This is an optimization exercise on Yosys and OpenROAD, whose aim is small area and a short achievable clock period, not a production implementation.
At most, simulation tests tie the RTL to the original design; equivalence was not proved.

==> run a: inputs <==
==> flow/design.v <==
module rsi_top
(
    input  logic   clk,
    input  logic   reset,
    input  logic [16-1:0] price,
    input  logic   price_valid,
    input  logic   eod,
    output logic   rsi_valid,
    output logic [7-1:0]   rsi,
    output logic   buy,
    output logic   sell
);
    localparam int PW = 16;    
    localparam int SW = 20;      
    localparam int N  = 14;     
    localparam int XW = 27;      
    localparam int RW = SW + 1;          
    logic          take;
    logic [PW-1:0] prev;
    logic          have_prev;
    logic [3:0]    cnt;           
    logic [PW:0]   diff;
    logic          up;            
    logic [PW-1:0] code;          
    logic          mv_valid;
    logic          mv_first, mv_full, mv_out;
    logic          mv_up;
    logic [PW-1:0] mv_code;
    assign take = price_valid && !eod;
    assign diff = {1'b0, price} - {1'b0, prev};
    assign up   = !diff[PW];
    assign code = diff[PW-1:0] ^ {PW{!up}};
    always_ff @(posedge clk) begin
        if (take) prev <= price;
        mv_code  <= code;
        mv_up    <= up;
        mv_first <= take && have_prev && (cnt == 4'd0);
        mv_full  <= take && have_prev && (cnt == 4'(N));
        mv_out   <= (cnt >= 4'(N - 1));
    end
    always_ff @(posedge clk or posedge reset) begin
        if (reset) begin
            have_prev <= 1'b0;
            cnt       <= '0;
            mv_valid  <= 1'b0;
        end else if (eod) begin
            have_prev <= 1'b0;
            cnt       <= '0;
            mv_valid  <= 1'b0;
        end else begin
            mv_valid <= take && have_prev;
            if (take) have_prev <= 1'b1;
            if (take && have_prev && cnt != 4'(N)) cnt <= cnt + 4'd1;
        end
    end
    logic [PW:0]   win [N];       
    logic [SW-1:0] tsum, gsum;
    logic          sums_valid;
    logic [PW-1:0] old_code;
    logic          old_up;
    logic [SW-1:0] t_base, g_base;
    logic [SW-1:0] t_b, t_c, t_s, t_cy;
    logic [SW-1:0] g_b, g_c, g_s, g_cy;
    logic [SW:0]   t_wide, g_wide;
    logic [PW-1:0] new_code;
    logic          new_nup;
    assign new_code = mv_valid ? mv_code : '0;
    assign new_nup  = mv_valid && !mv_up;
    assign old_code = mv_full ? win[N-1][PW-1:0] : '0;
    assign old_up   = mv_full ? win[N-1][PW]     : 1'b1;
    assign t_base   = mv_first ? '0 : tsum;
    assign g_base   = mv_first ? '0 : gsum;
    assign t_b  = {{(SW-PW){1'b0}}, new_code};
    assign t_c  = ~{{(SW-PW){1'b0}}, old_code};
    assign t_s  = t_base ^ t_b ^ t_c;
    assign t_cy = {(t_base[SW-2:0] & t_b[SW-2:0]) | (t_base[SW-2:0] & t_c[SW-2:0]) |
                   (t_b[SW-2:0] & t_c[SW-2:0]), new_nup};
    assign t_wide = {t_s, 1'b1} + {t_cy, old_up};
    assign g_b  = (mv_valid && mv_up) ? {{(SW-PW){1'b0}}, mv_code} : '0;
    assign g_c  = ~((old_up ? {{(SW-PW){1'b0}}, old_code} : '0));
    assign g_s  = g_base ^ g_b ^ g_c;
    assign g_cy = {(g_base[SW-2:0] & g_b[SW-2:0]) | (g_base[SW-2:0] & g_c[SW-2:0]) |
                   (g_b[SW-2:0] & g_c[SW-2:0]), 1'b1};
    assign g_wide = {1'b0, g_s} + {1'b0, g_cy};
    always_ff @(posedge clk) begin
        if (mv_valid) begin
            win[0] <= {mv_up, mv_code};
            for (int i = 1; i < N; i++) win[i] <= win[i-1];
        end
        tsum <= t_wide[SW:1];
        gsum <= g_wide[SW-1:0];
    end
    always_ff @(posedge clk or posedge reset) begin
        if (reset) sums_valid <= 1'b0;
        else       sums_valid <= mv_valid && mv_out;
    end
    logic [RW-1:0] d_r [1:6];     
    logic [SW-1:0] d_t [1:6];
    logic [5:2]    d_x [1:6];     
    logic [6:0]    d_q [1:6];     
    logic          d_v [1:6];
    logic [6:0]    q_last;        
    logic          v_last;
    logic [XW-1:0] y_a, y_b, y_c, y_d, y_s1, y_c1, y_s2, y_c2;
    logic [XW:0]   y_wide;
    assign y_a  = XW'(gsum) << 6;
    assign y_b  = XW'(gsum) << 5;
    assign y_c  = XW'(gsum) << 2;
    assign y_d  = ~(XW'(tsum) << 6);
    assign y_s1 = y_a ^ y_b ^ y_c;
    assign y_c1 = {(y_a[XW-2:0] & y_b[XW-2:0]) | (y_a[XW-2:0] & y_c[XW-2:0]) |
                   (y_b[XW-2:0] & y_c[XW-2:0]), 1'b0};
    assign y_s2 = y_s1 ^ y_c1 ^ y_d;
    assign y_c2 = {(y_s1[XW-2:0] & y_c1[XW-2:0]) | (y_s1[XW-2:0] & y_d[XW-2:0]) |
                   (y_c1[XW-2:0] & y_d[XW-2:0]), 1'b1};
    assign y_wide = {y_s2, 1'b1} + {y_c2, 1'b0};
    always_ff @(posedge clk) begin
        d_r[6] <= y_wide[XW:7];
        d_t[6] <= tsum;
        d_x[6] <= y_wide[6:3];
        d_q[6] <= '0;
    end
    always_ff @(posedge clk or posedge reset) begin
        if (reset) d_v[6] <= 1'b0;
        else       d_v[6] <= sums_valid;
    end
    genvar j;
    generate
        for (j = 5; j >= 0; j--) begin : g_step
            logic          neg;
            logic          xin;
            logic [RW:0]   addend;
            logic [RW+1:0] wide;
            logic [RW-1:0] r_new;
            logic [6:0]    q_new;
            assign neg    = d_r[j+1][RW-1];
            assign xin    = (j >= 2) ? d_x[j+1][(j >= 2) ? j : 2] : 1'b0;
            assign addend = neg ? {2'b00, d_t[j+1]} : ~{2'b00, d_t[j+1]};
            assign wide   = {d_r[j+1], xin, 1'b1} + {addend, !neg};
            assign r_new  = wide[RW:1];
            assign q_new  = d_q[j+1] | (7'(!neg) << (j + 1));
            if (j > 0) begin : g_reg
                always_ff @(posedge clk) begin
                    d_r[j] <= r_new;
                    d_t[j] <= d_t[j+1];
                    d_x[j] <= d_x[j+1];
                    d_q[j] <= q_new;
                end
                always_ff @(posedge clk or posedge reset) begin
                    if (reset) d_v[j] <= 1'b0;
                    else       d_v[j] <= d_v[j+1];
                end
            end else begin : g_last
                assign q_last = q_new | 7'(!r_new[RW-1]);
                assign v_last = d_v[1];
            end
        end
    endgenerate
    logic [6:0] q_fin;
    logic [6:0] rsi_d;
    assign q_fin = q_last;
    assign rsi_d = (q_fin == 7'd127) ? 7'd50 : q_fin;
    always_ff @(posedge clk) begin
        rsi <= rsi_d;
    end
    always_ff @(posedge clk or posedge reset) begin
        if (reset) begin
            rsi_valid <= 1'b0;
            buy       <= 1'b0;
            sell      <= 1'b0;
        end else begin
            rsi_valid <= v_last;
            buy       <= v_last && (rsi_d < 7'(30));
            sell      <= v_last && (rsi_d > 7'(70));
        end
    end
endmodule
==> flow/run.sh <==
#!/bin/bash
# synth_recipe.tcl (not shown) runs the flow's synth.tcl, then flattens the netlist and writes it again
# the make line also repeats each setting of config.mk as NAME=value (left out here)
make -C /OpenROAD-flow-scripts/flow DESIGN_CONFIG=/design/flow/config.mk WORK_HOME=/design/flow/orfs CLKGATE_MAP_FILE= SYNTH_SCRIPT=/design/flow/synth_recipe.tcl finish
==> flow/config.mk <==
export PLATFORM = sky130hd
export DESIGN_NAME = rsi_top
export DESIGN_NICKNAME = rsi_top
export VERILOG_FILES = /design/flow/design.v
export SDC_FILE = /design/flow/constraint.sdc
export NUM_CORES = 4
export LEC_CHECK = 0
export CAP_MARGIN = 20
export CORE_MARGIN = 2
export CORE_UTILIZATION = 40
export CTS_CLUSTER_DIAMETER = 120
export CTS_CLUSTER_SIZE = 30
export SETUP_SLACK_MARGIN = 2.8
export SLEW_MARGIN = 20
==> flow/constraint.sdc <==
create_clock -name core_clock -period 6.5 [get_ports {clk}]
set_input_delay 1.3000 -clock core_clock [delete_from_list [all_inputs] [get_ports {clk}]]
set_output_delay 1.3000 -clock core_clock [all_outputs]
set_load 0.01 [all_outputs]
==> run b (differences from run a) <==
--- a/flow/config.mk
+++ b/flow/config.mk
@@ -9,6 +9,6 @@
 export CORE_MARGIN = 2
-export CORE_UTILIZATION = 40
+export CORE_UTILIZATION = 60
 export CTS_CLUSTER_DIAMETER = 120
 export CTS_CLUSTER_SIZE = 30
-export SETUP_SLACK_MARGIN = 2.8
+export SETUP_SLACK_MARGIN = 3.0
 export SLEW_MARGIN = 20
==> run c (differences from run a) <==
==> flow/design.v, changed modules only <==
module rsi_top
(
    input  logic   clk,
    input  logic   reset,
    input  logic [16-1:0] price,
    input  logic   price_valid,
    input  logic   eod,
    output logic   rsi_valid,
    output logic [7-1:0]   rsi,
    output logic   buy,
    output logic   sell
);
    localparam int PW = 16;    
    localparam int SW = 20;      
    localparam int N  = 14;     
    localparam int XW = 27;      
    localparam int RW = SW + 1;          
    logic          take;
    logic [PW-1:0] prev;
    logic          have_prev;
    logic [3:0]    cnt;           
    logic [PW:0]   diff;
    logic          up;            
    logic [PW-1:0] code;          
    logic          mv_valid;
    logic          mv_first, mv_full, mv_out;
    logic          mv_up;
    logic [PW-1:0] mv_code;
    assign take = price_valid && !eod;
    assign diff = {1'b0, price} - {1'b0, prev};
    assign up   = !diff[PW];
    assign code = diff[PW-1:0] ^ {PW{!up}};
    always_ff @(posedge clk) begin
        if (take) prev <= price;
        mv_code  <= code;
        mv_up    <= up;
        mv_first <= (cnt == 4'd0);
        mv_full  <= (cnt == 4'(N));
        mv_out   <= (cnt >= 4'(N - 1));
    end
    always_ff @(posedge clk or posedge reset) begin
        if (reset) begin
            have_prev <= 1'b0;
            cnt       <= '0;
            mv_valid  <= 1'b0;
        end else if (eod) begin
            have_prev <= 1'b0;
            cnt       <= '0;
            mv_valid  <= 1'b0;
        end else begin
            mv_valid <= take && have_prev;
            if (take) have_prev <= 1'b1;
            if (take && have_prev && cnt != 4'(N)) cnt <= cnt + 4'd1;
        end
    end
    logic [PW:0]   win [N];       
    logic [SW-1:0] tsum, gsum;
    logic          sums_valid;
    logic [PW-1:0] old_code;
    logic          old_up;
    logic [SW-1:0] t_base, g_base;
    logic [SW-1:0] t_b, t_c, t_s, t_cy;
    logic [SW-1:0] g_b, g_c, g_s, g_cy;
    logic [SW:0]   t_wide, g_wide;
    assign old_code = mv_full ? win[N-1][PW-1:0] : '0;
    assign old_up   = mv_full ? win[N-1][PW]     : 1'b1;
    assign t_base   = mv_first ? '0 : tsum;
    assign g_base   = mv_first ? '0 : gsum;
    assign t_b  = {{(SW-PW){1'b0}}, mv_code};
    assign t_c  = ~{{(SW-PW){1'b0}}, old_code};
    assign t_s  = t_base ^ t_b ^ t_c;
    assign t_cy = {(t_base[SW-2:0] & t_b[SW-2:0]) | (t_base[SW-2:0] & t_c[SW-2:0]) |
                   (t_b[SW-2:0] & t_c[SW-2:0]), !mv_up};
    assign t_wide = {t_s, 1'b1} + {t_cy, old_up};
    assign g_b  = mv_up ? {{(SW-PW){1'b0}}, mv_code} : '0;
    assign g_c  = ~((old_up ? {{(SW-PW){1'b0}}, old_code} : '0));
    assign g_s  = g_base ^ g_b ^ g_c;
    assign g_cy = {(g_base[SW-2:0] & g_b[SW-2:0]) | (g_base[SW-2:0] & g_c[SW-2:0]) |
                   (g_b[SW-2:0] & g_c[SW-2:0]), 1'b1};
    assign g_wide = {1'b0, g_s} + {1'b0, g_cy};
    always_ff @(posedge clk) begin
        if (mv_valid) begin
            win[0] <= {mv_up, mv_code};
            for (int i = 1; i < N; i++) win[i] <= win[i-1];
            tsum <= t_wide[SW:1];
            gsum <= g_wide[SW-1:0];
        end
    end
    always_ff @(posedge clk or posedge reset) begin
        if (reset) sums_valid <= 1'b0;
        else       sums_valid <= mv_valid && mv_out;
    end
    logic [XW-1:0] x_a, x_b, x_c, x_s, x_cy, x_sum;
    logic [XW-1:2] m_x;           
    logic [SW-1:0] m_t;
    logic          m_v;
    assign x_a   = XW'(gsum) << 6;
    assign x_b   = XW'(gsum) << 5;
    assign x_c   = XW'(gsum) << 2;
    assign x_s   = x_a ^ x_b ^ x_c;
    assign x_cy  = {(x_a[XW-2:0] & x_b[XW-2:0]) | (x_a[XW-2:0] & x_c[XW-2:0]) |
                    (x_b[XW-2:0] & x_c[XW-2:0]), 1'b0};
    assign x_sum = x_s + x_cy;
    always_ff @(posedge clk) begin
        m_x <= x_sum[XW-1:2];
        m_t <= tsum;
    end
    always_ff @(posedge clk or posedge reset) begin
        if (reset) m_v <= 1'b0;
        else       m_v <= sums_valid;
    end
    logic [RW-1:0] d_r [1:6];     
    logic [SW-1:0] d_t [1:6];
    logic [5:2]    d_x [1:6];     
    logic [6:0]    d_q [1:6];     
    logic          d_v [1:6];
    logic [6:0]    q_last;        
    logic          v_last;
    logic [RW+1:0] r6_wide;
    assign r6_wide = {1'b0, m_x[XW-1:6], 1'b1} + {~{2'b00, m_t}, 1'b1};
    always_ff @(posedge clk) begin
        d_r[6] <= r6_wide[RW:1];
        d_t[6] <= m_t;
        d_x[6] <= m_x[5:2];
        d_q[6] <= '0;
    end
    always_ff @(posedge clk or posedge reset) begin
        if (reset) d_v[6] <= 1'b0;
        else       d_v[6] <= m_v;
    end
    genvar j;
    generate
        for (j = 5; j >= 0; j--) begin : g_step
            logic          neg;
            logic          xin;
            logic [RW:0]   addend;
            logic [RW+1:0] wide;
            logic [RW-1:0] r_new;
            logic [6:0]    q_new;
            assign neg    = d_r[j+1][RW-1];
            assign xin    = (j >= 2) ? d_x[j+1][(j >= 2) ? j : 2] : 1'b0;
            assign addend = neg ? {2'b00, d_t[j+1]} : ~{2'b00, d_t[j+1]};
            assign wide   = {d_r[j+1], xin, 1'b1} + {addend, !neg};
            assign r_new  = wide[RW:1];
            assign q_new  = d_q[j+1] | (7'(!neg) << (j + 1));
            if (j > 0) begin : g_reg
                always_ff @(posedge clk) begin
                    d_r[j] <= r_new;
                    d_t[j] <= d_t[j+1];
                    d_x[j] <= d_x[j+1];
                    d_q[j] <= q_new;
                end
                always_ff @(posedge clk or posedge reset) begin
                    if (reset) d_v[j] <= 1'b0;
                    else       d_v[j] <= d_v[j+1];
                end
            end else begin : g_last
                assign q_last = q_new | 7'(!r_new[RW-1]);
                assign v_last = d_v[1];
            end
        end
    endgenerate
    logic [6:0] q_fin;
    logic [6:0] rsi_d;
    assign q_fin = q_last;
    assign rsi_d = (q_fin == 7'd127) ? 7'd50 : q_fin;
    always_ff @(posedge clk) begin
        rsi <= rsi_d;
    end
    always_ff @(posedge clk or posedge reset) begin
        if (reset) begin
            rsi_valid <= 1'b0;
            buy       <= 1'b0;
            sell      <= 1'b0;
        end else begin
            rsi_valid <= v_last;
            buy       <= v_last && (rsi_d < 7'(30));
            sell      <= v_last && (rsi_d > 7'(70));
        end
    end
endmodule
--- a/flow/config.mk
+++ b/flow/config.mk
@@ -10,5 +10,3 @@
 export CORE_UTILIZATION = 40
-export CTS_CLUSTER_DIAMETER = 120
-export CTS_CLUSTER_SIZE = 30
-export SETUP_SLACK_MARGIN = 2.8
+export SETUP_SLACK_MARGIN = 3.5
 export SLEW_MARGIN = 20
==> run d (differences from run a) <==
==> flow/design.v, changed modules only <==
module rsi_top
(
    input  logic   clk,
    input  logic   reset,
    input  logic [16-1:0] price,
    input  logic   price_valid,
    input  logic   eod,
    output logic   rsi_valid,
    output logic [7-1:0]   rsi,
    output logic   buy,
    output logic   sell
);
    localparam int PW = 16;    
    localparam int SW = 20;      
    localparam int N  = 14;     
    localparam int XW = 27;      
    logic          take;
    logic [PW-1:0] prev;
    logic          have_prev;
    logic [3:0]    cnt;           
    logic [PW:0]   diff;
    logic          up;            
    logic [PW-1:0] code;          
    logic          mv_valid;
    logic          mv_first, mv_full, mv_out;
    logic          mv_up;
    logic [PW-1:0] mv_code;
    logic [PW-1:0] in_price;
    logic          in_valid, in_eod;
    always_ff @(posedge clk) begin
        in_price <= price;
    end
    always_ff @(posedge clk or posedge reset) begin
        if (reset) begin
            in_valid <= 1'b0;
            in_eod   <= 1'b0;
        end else begin
            in_valid <= price_valid;
            in_eod   <= eod;
        end
    end
    assign take = in_valid && !in_eod;
    assign diff = {1'b0, in_price} - {1'b0, prev};
    assign up   = !diff[PW];
    assign code = diff[PW-1:0] ^ {PW{!up}};
    always_ff @(posedge clk) begin
        if (take) prev <= in_price;
        mv_code  <= code;
        mv_up    <= up;
        mv_first <= take && have_prev && (cnt == 4'd0);
        mv_full  <= take && have_prev && (cnt == 4'(N));
        mv_out   <= (cnt >= 4'(N - 1));
    end
    always_ff @(posedge clk or posedge reset) begin
        if (reset) begin
            have_prev <= 1'b0;
            cnt       <= '0;
            mv_valid  <= 1'b0;
        end else if (in_eod) begin
            have_prev <= 1'b0;
            cnt       <= '0;
            mv_valid  <= 1'b0;
        end else begin
            mv_valid <= take && have_prev;
            if (take) have_prev <= 1'b1;
            if (take && have_prev && cnt != 4'(N)) cnt <= cnt + 4'd1;
        end
    end
    logic [PW:0]   win [N];       
    logic [SW-1:0] tsum, gsum;
    logic          sums_valid;
    logic [PW-1:0] old_code;
    logic          old_up;
    logic [SW-1:0] t_base, g_base;
    logic [SW-1:0] t_b, t_c, t_s, t_cy;
    logic [SW-1:0] g_b, g_c, g_s, g_cy;
    logic [SW:0]   t_wide, g_wide;
    logic [PW-1:0] new_code;
    logic          new_nup;
    assign new_code = mv_valid ? mv_code : '0;
    assign new_nup  = mv_valid && !mv_up;
    assign old_code = mv_full ? win[N-1][PW-1:0] : '0;
    assign old_up   = mv_full ? win[N-1][PW]     : 1'b1;
    assign t_base   = mv_first ? '0 : tsum;
    assign g_base   = mv_first ? '0 : gsum;
    assign t_b  = {{(SW-PW){1'b0}}, new_code};
    assign t_c  = ~{{(SW-PW){1'b0}}, old_code};
    assign t_s  = t_base ^ t_b ^ t_c;
    assign t_cy = {(t_base[SW-2:0] & t_b[SW-2:0]) | (t_base[SW-2:0] & t_c[SW-2:0]) |
                   (t_b[SW-2:0] & t_c[SW-2:0]), new_nup};
    assign t_wide = {t_s, 1'b1} + {t_cy, old_up};
    assign g_b  = (mv_valid && mv_up) ? {{(SW-PW){1'b0}}, mv_code} : '0;
    assign g_c  = ~((old_up ? {{(SW-PW){1'b0}}, old_code} : '0));
    assign g_s  = g_base ^ g_b ^ g_c;
    assign g_cy = {(g_base[SW-2:0] & g_b[SW-2:0]) | (g_base[SW-2:0] & g_c[SW-2:0]) |
                   (g_b[SW-2:0] & g_c[SW-2:0]), 1'b1};
    assign g_wide = {1'b0, g_s} + {1'b0, g_cy};
    always_ff @(posedge clk) begin
        if (mv_valid) begin
            win[0] <= {mv_up, mv_code};
            for (int i = 1; i < N; i++) win[i] <= win[i-1];
        end
        tsum <= t_wide[SW:1];
        gsum <= g_wide[SW-1:0];
    end
    always_ff @(posedge clk or posedge reset) begin
        if (reset) sums_valid <= 1'b0;
        else       sums_valid <= mv_valid && mv_out;
    end
    logic [XW-1:0] x_a, x_b, x_c, x_s, x_cy, x_sum;
    logic [XW-1:2] m_x;           
    logic [SW-1:0] m_t;
    logic          m_v;
    assign x_a   = XW'(gsum) << 6;
    assign x_b   = XW'(gsum) << 5;
    assign x_c   = XW'(gsum) << 2;
    assign x_s   = x_a ^ x_b ^ x_c;
    assign x_cy  = {(x_a[XW-2:0] & x_b[XW-2:0]) | (x_a[XW-2:0] & x_c[XW-2:0]) |
                    (x_b[XW-2:0] & x_c[XW-2:0]), 1'b0};
    assign x_sum = x_s + x_cy;
    always_ff @(posedge clk) begin
        m_x <= x_sum[XW-1:2];
        m_t <= tsum;
    end
    always_ff @(posedge clk or posedge reset) begin
        if (reset) m_v <= 1'b0;
        else       m_v <= sums_valid;
    end
    logic [SW-1:0] d_h [1:6];     
    logic [SW-1:0] d_t [1:6];
    logic [5:2]    d_x [1:6];     
    logic [6:0]    d_q [1:6];     
    logic          d_v [1:6];
    logic [6:0]    q_last;        
    logic          v_last;
    genvar j;
    generate
        for (j = 6; j >= 0; j--) begin : g_step
            logic [SW:0]   hi_in;
            logic [SW-1:0] dvs;
            logic [6:0]    q_in;
            logic [SW+1:0] trial;
            logic          fits;
            logic [SW-1:0] h_new;
            logic [6:0]    q_new;
            if (j == 6) begin : g_first
                assign hi_in = m_x[XW-1:6];
                assign dvs   = m_t;
                assign q_in  = '0;
            end else begin : g_next
                assign hi_in = {d_h[j+1], (j >= 2) ? d_x[j+1][(j >= 2) ? j : 2] : 1'b0};
                assign dvs   = d_t[j+1];
                assign q_in  = d_q[j+1];
            end
            assign trial = {1'b0, hi_in} - {2'b00, dvs};
            assign fits  = !trial[SW+1];
            assign h_new = fits ? trial[SW-1:0] : hi_in[SW-1:0];
            assign q_new = q_in | (7'(fits) << j);
            if (j > 0) begin : g_reg
                always_ff @(posedge clk) begin
                    d_h[j] <= h_new;
                    d_t[j] <= dvs;
                    d_q[j] <= q_new;
                end
                if (j == 6) begin : g_x6
                    always_ff @(posedge clk) d_x[j] <= m_x[5:2];
                    always_ff @(posedge clk or posedge reset) begin
                        if (reset) d_v[j] <= 1'b0;
                        else       d_v[j] <= m_v;
                    end
                end else begin : g_xn
                    always_ff @(posedge clk) d_x[j] <= d_x[j+1];
                    always_ff @(posedge clk or posedge reset) begin
                        if (reset) d_v[j] <= 1'b0;
                        else       d_v[j] <= d_v[j+1];
                    end
                end
            end else begin : g_last
                assign q_last = q_new;
                assign v_last = d_v[1];
            end
        end
    endgenerate
    logic [6:0] q_fin;
    logic [6:0] rsi_d;
    assign q_fin = q_last;
    assign rsi_d = (q_fin == 7'd127) ? 7'd50 : q_fin;
    always_ff @(posedge clk) begin
        rsi <= rsi_d;
    end
    always_ff @(posedge clk or posedge reset) begin
        if (reset) begin
            rsi_valid <= 1'b0;
            buy       <= 1'b0;
            sell      <= 1'b0;
        end else begin
            rsi_valid <= v_last;
            buy       <= v_last && (rsi_d < 7'(30));
            sell      <= v_last && (rsi_d > 7'(70));
        end
    end
endmodule
--- a/flow/config.mk
+++ b/flow/config.mk
@@ -12,3 +12,3 @@
 export CTS_CLUSTER_SIZE = 30
-export SETUP_SLACK_MARGIN = 2.8
+export SETUP_SLACK_MARGIN = 3.3
 export SLEW_MARGIN = 20
==> comparison table <==
|  | run c | run d | run b | run a |
|---|---|---|---|---|
| Slew @ Worst Pin | 1.049 ns | 1.096 ns | 1.041 ns | 0.9776 ns |
| Total number of placement rows | 97 | 99 | 77 | 95 |
| Proportion of layout cells with a drive suffix above 1 | 0.1639 | 0.1041 | 0.09267 | 0.07781 |
| Slowest cell on the critical path | sky130_fd_sc_hd__fa_1 | sky130_fd_sc_hd__dfrtp_4 | sky130_fd_sc_hd__fa_1 | sky130_fd_sc_hd__fa_1 |
| Die Wd | 271.0 um | 275.6 um | 216.3 um | 264.0 um |
| Final core occ | 0.4895 | 0.4523 | 0.6678 | 0.4433 |
| Status | finished clean | finished clean | finished clean | finished clean |
| Worst-Skew Late Latency | 0.62 ns | 0.62 ns | 0.59 ns | 0.58 ns |
| Worst hold slack after final layout | 0.3236 ns | 0.3376 ns | 0.3315 ns | 0.3369 ns |
| Reg2Reg Launch Point | mv_first | mv_valid | mv_first | mv_valid |
| Cell type with the highest occurrence count on the critical path | sky130_fd_sc_hd__buf_6 | sky130_fd_sc_hd__a31o_2 | - | - |
| Placer Congestion | 0.8206 | 0.8737 | 0.8341 | 0.8215 |
| CTS resizes | 108 | 74 | 40 | 17 |
| Met3 track demand over resource | 0.02361 | 0.01514 | 0.01712 | 0.01454 |
| Area growth from synthesis to layout | 20.60% | 11.88% | 9.418% | 9.867% |
| Data required time of the worst path | 6.86 ns | 7.05 ns | 7.02 ns | 7.01 ns |
| Met1 Routed Length | 21.63 mm | 24.52 mm | 18.54 mm | 20.02 mm |
| Non-filler cells in the finished layout | 3491 | 3620 | 2869 | 3135 |
| Post-route clock period utilization | 0.5561 | 0.5055 | 0.5435 | 0.5599 |
| CP max FO | 20 | 4 | 30 | 6 |
| All-Layer GR Usage | 0.1343 | 0.1532 | 0.1912 | 0.1272 |
| Worst Hold Endpoint | d_q[1][3] | d_q[1][2] | d_q[2][4] | d_q[1][3] |
| Fill cell count | 6042 | 6566 | 3315 | 6166 |
No functional check of the RTL was part of run c and run d.

[what the ideal ports hide]
Ports are ideal in the flow. The routed layouts listed here were re-timed in OpenROAD. Step 1 sets driving cells, clkbuf_16 on the clock port and buf_2 on the other inputs (assumed; they add their load-dependent delay and slew). Step 2 times the ports against the registers' clock, not the clock port: input delays grow and output delays shrink by t, the midpoint of the rising clock arrivals with the driver on. Slacks: ideal ports / drivers / drivers and shift; pairs: ideal ports / drivers.
run	t, ns	slack for setup (ns)	worst register clock-pin slew, ns	pins driven straight from the clock port
run a	0.633	2.861 / 2.861 / 2.341	0.12 / 0.12	1
run b	0.634	2.968 / 2.968 / 2.557	0.12 / 0.12	1
run c	0.669	2.885 / 2.885 / 2.713	0.06 / 0.06	1
run d	0.672	3.215 / 3.215 / 3.215	0.12 / 0.12	1
After both steps every run listed still meets setup and hold. The setup slack of run a, which loses most, moves by 0.000 ns with the drivers and by -0.520 ns with both steps.
